This design comes from an exercise in tuning for small area, a short achievable clock period and few clock cycles per item on the open sky130 flow, not from production work. The RTL was checked by simulation tests, not by an equivalence proof against the original design. No activity file was given, so power comes from the tool's default toggle rates.

===== flow/design.v =====
`timescale 1ns / 1ps
package srd_pkg;
  localparam int SCREEN_WIDTH  = 720;
  localparam int SCREEN_HEIGHT = 576;
  localparam int NUM_COLORS    = 4;
  localparam logic [9:0] AREA_LEFT_RST   = 10'd0;
  localparam logic [9:0] AREA_TOP_RST    = 10'd0;
  localparam logic [9:0] AREA_RIGHT_RST  = 10'((SCREEN_WIDTH - 1) & 1023);
  localparam logic [9:0] AREA_BOTTOM_RST = 10'((SCREEN_HEIGHT - 1) & 1023);
  localparam logic [1:0] REG_AREA_LEFT   = 2'd0;
  localparam logic [1:0] REG_AREA_TOP    = 2'd1;
  localparam logic [1:0] REG_AREA_RIGHT  = 2'd2;
  localparam logic [1:0] REG_AREA_BOTTOM = 2'd3;
  localparam int OUT_DATA_W = 80;
  typedef struct packed {
    logic [9:0] left;
    logic [9:0] top;
    logic [9:0] right;
    logic [9:0] bottom;
  } area_t;
  typedef struct packed {
    logic [7:0] data_byte;
    logic       start_field;
    logic       field_sel;
    logic       new_picture;
    logic       last_byte;
  } item_t;
  typedef struct packed {
    logic [9:0]                       x;
    logic [9:0]                       y;
    logic [11:0]                      acc;
    logic [1:0]                       held;
    logic                             fin;
    logic [NUM_COLORS-1:0][9:0]       min_x;
    logic [NUM_COLORS-1:0][9:0]       min_y;
    logic [NUM_COLORS-1:0][12:0]      max_x;
    logic [NUM_COLORS-1:0][9:0]       max_y;
  } dec_state_t;
  typedef struct packed {
    logic        field_done;
    logic [9:0]  box_bottom;
    logic [12:0] box_right;
    logic [9:0]  box_top;
    logic [9:0]  box_left;
    logic [1:0]  run_color;
    logic [11:0] run_len;
    logic [9:0]  run_y;
    logic [9:0]  run_x;
  } run_t;
  typedef struct packed {
    dec_state_t st;
    logic       emit;
    logic       wrap;
    run_t       run;
  } step_t;
  typedef struct packed {
    logic emit1;
    logic emit2;
    run_t run1;
    run_t run2;
  } dec_res_t;
  function automatic step_t nib_step(dec_state_t s, logic [3:0] nib, area_t a);
    step_t       r;
    logic [15:0] code;
    logic        done;
    logic [1:0]  color;
    logic [11:0] len;
    logic [12:0] endx;
    logic [12:0] nx;
    logic [10:0] ny;
    r      = '0;
    r.st   = s;
    code   = {s.acc, nib};
    case (s.held)
      2'd0:    done = code >= 16'h0004;
      2'd1:    done = code >= 16'h0010;
      2'd2:    done = code >= 16'h0040;
      default: done = 1'b1;
    endcase
    color = code[1:0];
    len   = code[13:2];
    if (len == 12'd0) begin
      len = (s.x <= a.right) ? 12'({2'b00, a.right} - {2'b00, s.x}) + 12'd1 : 12'd1;
    end
    endx = 13'(s.x) + 13'(len) - 13'd1;
    nx   = 13'(s.x) + 13'(len);
    ny   = 11'(s.y) + 11'd2;
    if (!done) begin
      r.st.acc  = code[11:0];
      r.st.held = s.held + 2'd1;
    end else begin
      r.st.acc  = '0;
      r.st.held = '0;
      r.emit    = 1'b1;
      if (s.min_x[color] > s.x) r.st.min_x[color] = s.x;
      if (s.min_y[color] > s.y) r.st.min_y[color] = s.y;
      if (s.max_x[color] < endx) r.st.max_x[color] = endx;
      if (s.max_y[color] < s.y) r.st.max_y[color] = s.y;
      r.run.run_x      = s.x;
      r.run.run_y      = s.y;
      r.run.run_len    = len;
      r.run.run_color  = color;
      r.run.box_left   = r.st.min_x[color];
      r.run.box_top    = r.st.min_y[color];
      r.run.box_right  = r.st.max_x[color];
      r.run.box_bottom = r.st.max_y[color];
      if (nx > 13'(a.right)) begin
        r.wrap   = 1'b1;
        r.st.x   = a.left;
        if (ny > 11'(a.bottom)) begin
          r.st.fin           = 1'b1;
          r.run.field_done   = 1'b1;
        end else begin
          r.st.y = ny[9:0];
        end
      end else begin
        r.st.x = nx[9:0];
      end
    end
    nib_step = r;
  endfunction
endpackage
`timescale 1ns / 1ps
module srd_core (
  input  logic               clk,
  input  logic               rst,
  input  srd_pkg::area_t     area,
  input  srd_pkg::item_t     item,
  input  logic               fire,
  output srd_pkg::dec_res_t  res
);
  srd_pkg::dec_state_t st;
  srd_pkg::dec_state_t st_next;
  srd_pkg::dec_state_t s0;
  srd_pkg::dec_state_t s1;
  srd_pkg::dec_state_t s2;
  srd_pkg::step_t      r1;
  srd_pkg::step_t      r2;
  logic       en1;
  logic       en2;
  logic [10:0] y0;
  always_comb begin
    s0 = st;
    if (item.new_picture) begin
      for (int c = 0; c < srd_pkg::NUM_COLORS; c++) begin
        s0.min_x[c] = area.right;
        s0.min_y[c] = area.bottom;
        s0.max_x[c] = 13'(area.left);
        s0.max_y[c] = area.top;
      end
    end
    y0 = 11'(area.top) + 11'(item.field_sel);
    if (item.start_field) begin
      s0.x    = area.left;
      s0.acc  = '0;
      s0.held = '0;
      if (y0 > 11'(area.bottom)) begin
        s0.y   = '0;
        s0.fin = 1'b1;
      end else begin
        s0.y   = y0[9:0];
        s0.fin = 1'b0;
      end
    end
    en1 = !s0.fin;
    r1  = srd_pkg::nib_step(s0, item.data_byte[7:4], area);
    s1  = en1 ? r1.st : s0;
    en2 = en1 && !r1.wrap;
    r2  = srd_pkg::nib_step(s1, item.data_byte[3:0], area);
    s2  = en2 ? r2.st : s1;
    st_next = s2;
    if (item.last_byte) begin
      st_next.acc  = '0;
      st_next.held = '0;
      st_next.fin  = 1'b1;
    end
    res.emit1 = en1 && r1.emit;
    res.emit2 = en2 && r2.emit;
    res.run1  = r1.run;
    res.run2  = r2.run;
  end
  always_ff @(posedge clk) begin
    if (rst) begin
      st.x    <= '0;
      st.y    <= '0;
      st.acc  <= '0;
      st.held <= '0;
      st.fin  <= 1'b1;
      for (int c = 0; c < srd_pkg::NUM_COLORS; c++) begin
        st.min_x[c] <= srd_pkg::AREA_RIGHT_RST;
        st.min_y[c] <= srd_pkg::AREA_BOTTOM_RST;
        st.max_x[c] <= 13'(srd_pkg::AREA_LEFT_RST);
        st.max_y[c] <= srd_pkg::AREA_TOP_RST;
      end
    end else if (fire) begin
      st <= st_next;
    end
  end
endmodule
`timescale 1ns / 1ps
module subpicture_rle_decoder_unit (
  input  logic        clk,
  input  logic        rst,
  input  logic        cfg_we,
  input  logic [1:0]  cfg_index,
  input  logic [9:0]  cfg_data,
  input  logic        s_tvalid,
  output logic        s_tready,
  input  logic [7:0]  s_tdata,    
  input  logic [2:0]  s_tuser,    
  input  logic        s_tlast,    
  output logic        m_tvalid,
  input  logic        m_tready,
  output logic [srd_pkg::OUT_DATA_W-1:0] m_tdata,  
  output logic        m_tlast     
);
  srd_pkg::area_t    area;
  srd_pkg::item_t    in_item;
  logic     in_v;
  logic     proc;
  srd_pkg::dec_res_t res;
  srd_pkg::run_t     out_run;
  logic     out_v;
  logic     out_last;
  srd_pkg::run_t     pend_run;
  logic     pend_v;
  always_ff @(posedge clk) begin
    if (rst) begin
      area.left   <= srd_pkg::AREA_LEFT_RST;
      area.top    <= srd_pkg::AREA_TOP_RST;
      area.right  <= srd_pkg::AREA_RIGHT_RST;
      area.bottom <= srd_pkg::AREA_BOTTOM_RST;
    end else if (cfg_we) begin
      case (cfg_index)
        srd_pkg::REG_AREA_LEFT:   area.left <= cfg_data;
        srd_pkg::REG_AREA_TOP:    area.top  <= cfg_data;
        srd_pkg::REG_AREA_RIGHT:  area.right <= (int'(cfg_data) > srd_pkg::SCREEN_WIDTH - 1) ?
                                       10'(srd_pkg::SCREEN_WIDTH - 1) : cfg_data;
        srd_pkg::REG_AREA_BOTTOM: area.bottom <= (int'(cfg_data) > srd_pkg::SCREEN_HEIGHT - 1) ?
                                        10'(srd_pkg::SCREEN_HEIGHT - 1) : cfg_data;
        default: ;
      endcase
    end
  end
  assign proc     = in_v && !pend_v && (!out_v || m_tready);
  assign s_tready = !in_v || proc;
  always_ff @(posedge clk) begin
    if (rst) begin
      in_v <= 1'b0;
    end else if (s_tready) begin
      in_v <= s_tvalid;
    end
  end
  always_ff @(posedge clk) begin
    if (s_tvalid && s_tready) begin
      in_item.data_byte   <= s_tdata;
      in_item.start_field <= s_tuser[0];
      in_item.field_sel   <= s_tuser[1];
      in_item.new_picture <= s_tuser[2];
      in_item.last_byte   <= s_tlast;
    end
  end
  srd_core u_core (
    .clk  (clk),
    .rst  (rst),
    .area (area),
    .item (in_item),
    .fire (proc),
    .res  (res)
  );
  always_ff @(posedge clk) begin
    if (rst) begin
      out_v  <= 1'b0;
      pend_v <= 1'b0;
    end else if (proc) begin
      if (res.emit1 && res.emit2) begin
        out_v    <= 1'b1;
        out_run  <= res.run1;
        out_last <= 1'b0;
        pend_v   <= 1'b1;
        pend_run <= res.run2;
      end else if (res.emit1) begin
        out_v    <= 1'b1;
        out_run  <= res.run1;
        out_last <= 1'b1;
      end else if (res.emit2) begin
        out_v    <= 1'b1;
        out_run  <= res.run2;
        out_last <= 1'b1;
      end else begin
        out_v <= out_v && !m_tready;
      end
    end else if (out_v && m_tready) begin
      if (pend_v) begin
        out_run  <= pend_run;
        out_last <= 1'b1;
        pend_v   <= 1'b0;
      end else begin
        out_v <= 1'b0;
      end
    end
  end
  assign m_tvalid = out_v;
  assign m_tdata  = {2'b00, out_run};
  assign m_tlast  = out_last;
endmodule

===== flow/run.sh =====
#!/bin/bash
# synth_recipe.tcl (not shown) runs the flow's synth.tcl, then flattens the netlist and writes it again
# the make line also repeats each setting of config.mk as NAME=value (left out here)
make -C /OpenROAD-flow-scripts/flow DESIGN_CONFIG=/design/flow/config.mk WORK_HOME=/design/flow/orfs CLKGATE_MAP_FILE= SYNTH_SCRIPT=/design/flow/synth_recipe.tcl finish

===== flow/config.mk =====
export PLATFORM = sky130hd
export DESIGN_NAME = subpicture_rle_decoder_unit
export DESIGN_NICKNAME = subpicture_rle_decoder_unit
export VERILOG_FILES = /design/flow/design.v
export SDC_FILE = /design/flow/constraint.sdc
export NUM_CORES = 4
export LEC_CHECK = 0
export CAP_MARGIN = 20
export CORE_MARGIN = 2
export CORE_UTILIZATION = 25
export PLACE_DENSITY = 0.45
export SLEW_MARGIN = 20

===== flow/constraint.sdc =====
create_clock -name core_clock -period 14.0 [get_ports {clk}]
set_input_delay 2.8000 -clock core_clock [delete_from_list [all_inputs] [get_ports {clk}]]
set_output_delay 2.8000 -clock core_clock [all_outputs]
set_load 0.01 [all_outputs]

==> summary.txt <==
per-layer routing:
layer,up-vias,global-route usage
met5,-,0.00119
met4,4,0.178
met3,658,0.0717
met2,3022,0.431
met1,22305,0.381
li1,19686,-
stage by stage:
| stage | util | hold slack [ps] | std cells |
|---|---|---|---|
| 2_1_floorplan | - | 429 | 5249 |
| 3_3_place_gp | 0.278 | 440 | 7284 |
| 3_5_place_dp | 0.278 | 446 | 7284 |
| 4_1_cts | 0.290 | 455 | 7391 |
| 5_1_grt | 0.293 | 470 | 7413 |
| 6_report | 0.293 | 454 | 7423 |
Yosys cell counts, types with 10 or more instances:
cell type | instances | area (um2)
nor2_1 | 684 | 2570
nand2_1 | 609 | 2290
a21oi_1 | 394 | 1970
o21ai_0 | 335 | 1680
clkbuf_1 | 334 | 1250
dfxtp_1 | 250 | 5000
inv_1 | 235 | 882
ha_1 | 196 | 2450
edfxtp_1 | 169 | 5070
o22ai_1 | 147 | 920
a211oi_1 | 134 | 1010
nor3_1 | 131 | 656
o211ai_1 | 114 | 856
a22oi_1 | 106 | 796
mux4_2 | 89 | 2000
mux2i_1 | 88 | 881
nand3_1 | 84 | 420
a21boi_0 | 75 | 563
a211o_1 | 67 | 587
a221oi_1 | 57 | 499
a21o_1 | 54 | 405
xnor2_1 | 54 | 473
a22o_1 | 52 | 455
buf_1 | 51 | 191
nand2b_1 | 44 | 275
a31oi_1 | 43 | 269
o221ai_1 | 39 | 342
nor2b_1 | 38 | 238
xor2_1 | 34 | 298
and2_1 | 32 | 200
nand4_1 | 29 | 181
a32oi_1 | 28 | 245
o21a_1 | 28 | 210
a221o_1 | 27 | 270
and3_1 | 27 | 169
or3_1 | 27 | 169
or2_2 | 24 | 150
mux2_2 | 20 | 225
o22a_1 | 18 | 158
o31ai_1 | 18 | 135
o21bai_1 | 16 | 120
o32ai_1 | 14 | 123
o21ai_1 | 13 | 65.1
a32o_1 | 12 | 120
nor4_1 | 10 | 62.6
power by group:
group / switching, uW / internal (uW) / total, uW / leakage (uW)
Combinational: 1970 / 871 / 2840 / 0.0131
Clock: 663 / 879 / 1540 / 0.000937
Sequential: 58.2 / 1360 / 1420 / 0.00357
Total: 2690 / 3110 / 5800 / 0.0176
final timing paths:
kind | cells after the start | end | slack, ps | start
worst min register to register | 2 | u_core.st[100] | 450 | u_core.st[100]
worst min-delay path | 2 | u_core.st[100] | 450 | u_core.st[100]
worst max-delay path | 58 | out_run[64] | 690 | in_item[3]
worst max register to register | 58 | out_run[64] | 690 | in_item[3]
kinds of logic after synthesis:
group                    Yosys count  share of synthesized area
other                              1                  0.0000939
multiplexers                     200                     0.0790
XOR/XNOR                          92                     0.0209
AND/OR/NAND/NOR                 1791                      0.197
buffers and inverters            640                     0.0610
flip-flops                       419                      0.253
AO/OA/AOI/OAI                   1903                      0.326
adder cells (fa/ha/maj)          202                     0.0637
sequential cells by signal, indices dropped and copies added, names as in the netlist:
register,count
out_v,1
in_v,1
pend_run,78
area,40
out_last,1
pend_v,1
u_core.st,207
in_item,12
out_run,78
critical path: cells and delay by family (launching register included):
kind | cells | cell delay, ps
fa+ha+maj | 7 | 2140
xor+xnor | 4 | 1030
simple gates | 12 | 2200
compound gates | 26 | 5980
buf+inv | 8 | 1030
flops | 1 | 380
mux | 1 | 250
area by class of cell:
class	instances	area [um2]	area share
repair buffers	379	3200	0.0687
clock buffers	77	1650	0.0354
well taps	2072	2590	0.0557
clock inverters	30	253	0.00543
inverters	242	911	0.0196
diodes	14	35.0	0.000753
multi-input cells	4190	27800	0.598
flip-flops and latches	419	10100	0.217
repair_timing:
action | CTS | global route
setup endpoints to repair | 0 | 78
resized for setup | 0 | 57
buffers inserted | 0 | 16
==> metrics.md <==
| Metric | Value |
|---|---|
| Via count | `around 46000` |
| Status | `complete, no violations` |
| Final instance area | `46500 um2` |
| Final hold violation count | `0` |
| ANT nets after route | `0` |
| Total Wirelength | `approximately 250000 um` |
| Die area | `approximately 160000 um2` |
| Nets | `5517` |
| Hold crit path type | `reg2reg` |
| Met3 routed WL | `25500 um` |
| Port Buffer Count | `109` |
| Share of layout cells above drive strength 1 | `0.117` |
| Pre-CTS setup slack | `112 ps` |
| Total Routing Usage GR | `0.292` |
| Critical path arrival | `13750 ps` |
| Core box area | `approximately 160000 um2` |
| Worst path most repeated cell | `ha_1` |
| CTS tree | `done` |
| Placed Area | `44200 um2` |
| Metal-1 WL | `100000 um` |
| Vias in the first global route | `42600` |
| Min Tclk post-route | `13310 ps` |
| First-pass iteration count of the detailed router | `6` |
| Worst skew pair latency | `between 700 and 800 ps` |
| Hold buffers post-CTS | `0` |
| Grt ovf | `0` |
| Starting density of the core | `0.252` |
| Maxcap violations | `0` |
| FMAX | `75.1 MHz` |
| IO Count | `112` |
| Clock Tree Root | `clkbuf_16` |
| Crit-path max FO | `13` |
| Syn. warnings | `2` |
| CTS Buf Count | `57` |
| Starting DRC count in detailed routing | `approximately 7000` |
| EDFF count, synth | `169` |
| Peak supply drop | `0.0917 mV` |
| Post-Syn Area | `39900 um2` |
| Final setup violation count | `0` |
| Via/cell ratio | `just over 6` |
| Clock Sinks | `419` |
| Syn Area/Cell | `between 7 and 8 um2` |
| Syn Inst Count | `roughly 5200` |
| Fin crit share | `0.950` |
| Final GP Congestion | `1.08` |
| DRC viols | `0` |
| #FFs+latches synth | `roughly 420` |
| Final Max Slew Viols | `0` |
| Commonest non-fill, non-tap cell in the layout | `nor2_1` |
| Ys flop type | `dfxtp_1` |
| Initial antenna violation count | `15` |
| Leakage power | `roughly 0.018 uW` |
| Async set or reset register ratio after synthesis | `0` |
| Die Span Y | `404 um` |
| Hpwl dp | `184000 um` |
| Crit-path slowest cell | `or4_4` |
| Setup TNS | `0 ps` |
| Die width | `404 um` |
| Crit Path Category | `reg2reg` |
| Clk slew on worst S/H paths | `approximately 60 ps` |
| Area grow syn2layout | `16.5%` |
| Final setup skew | `33.8 ps` |
| Tot Pwr | `between 5000 and 6000 uW` |
| First-pass GRT wire length | `around 340000 um` |
| Commonest cells after routing, fill and taps aside | `nor2_1, nand2_1, a21oi_1` |
| Layout filler cell count | `17162` |
| CP max stage delay | `570 ps` |
| WL/cell | `~33 um` |
| CP Launch Type | `register` |
| Largest net degree at the start of global routing | `133` |
| Highest Signal Layer | `met5` |
| H-tree depth | `2` |
| Worst path required time | `14440 ps` |
| CP Capture Type | `register` |
| Worst Max-Slew Pin Slew | `1200 ps` |
| Clock tree buffer depth | `3` |
| Setup WS post-layout | `693 ps` |
| PD cells | `125 nW/um2` |
| Met2 WL post-DR | `~100000 um` |
| Core Rows | `146` |
| Synth unique cells | `about 130` |
| Worst rel slew slack | `0.189` |
| Sequential share of the synthesized area | `0.253` |
Testbench counts, summed over its fixed seeds: cycles 13,236, bytes 12,000.

port drivers added, routing unchanged:
The flow's constraints put no driver on any port. The routed layout listed below was extracted and timed again, unchanged, in two steps. Step 1 (the two cells are an assumption about what drives the block):
set clk [get_ports {clk}]
set_driving_cell -lib_cell sky130_fd_sc_hd__clkbuf_16 $clk
set_driving_cell -lib_cell sky130_fd_sc_hd__buf_2 [delete_from_list [all_inputs] $clk]
Step 2 moves the port delays by t, midway between the first and last clock arrival at a register: inputs arrive t later, outputs are due t later. That takes back most of the time a late clock gives input paths. Slacks: ideal ports / drivers / drivers and shift; pairs: ideal ports / drivers.
t, ns: 0.770
setup WS [ns]: 0.693 / 0.693 / 0.693
worst setup path after step 2: register to register
latest minus earliest clock arrival (ns): 0.035 / 0.035
cell pins on the clock port's net: 1
After both steps setup and hold are still met in this run. The setup slack of this run moves by 0.000 ns with the drivers and by 0.000 ns with both steps.
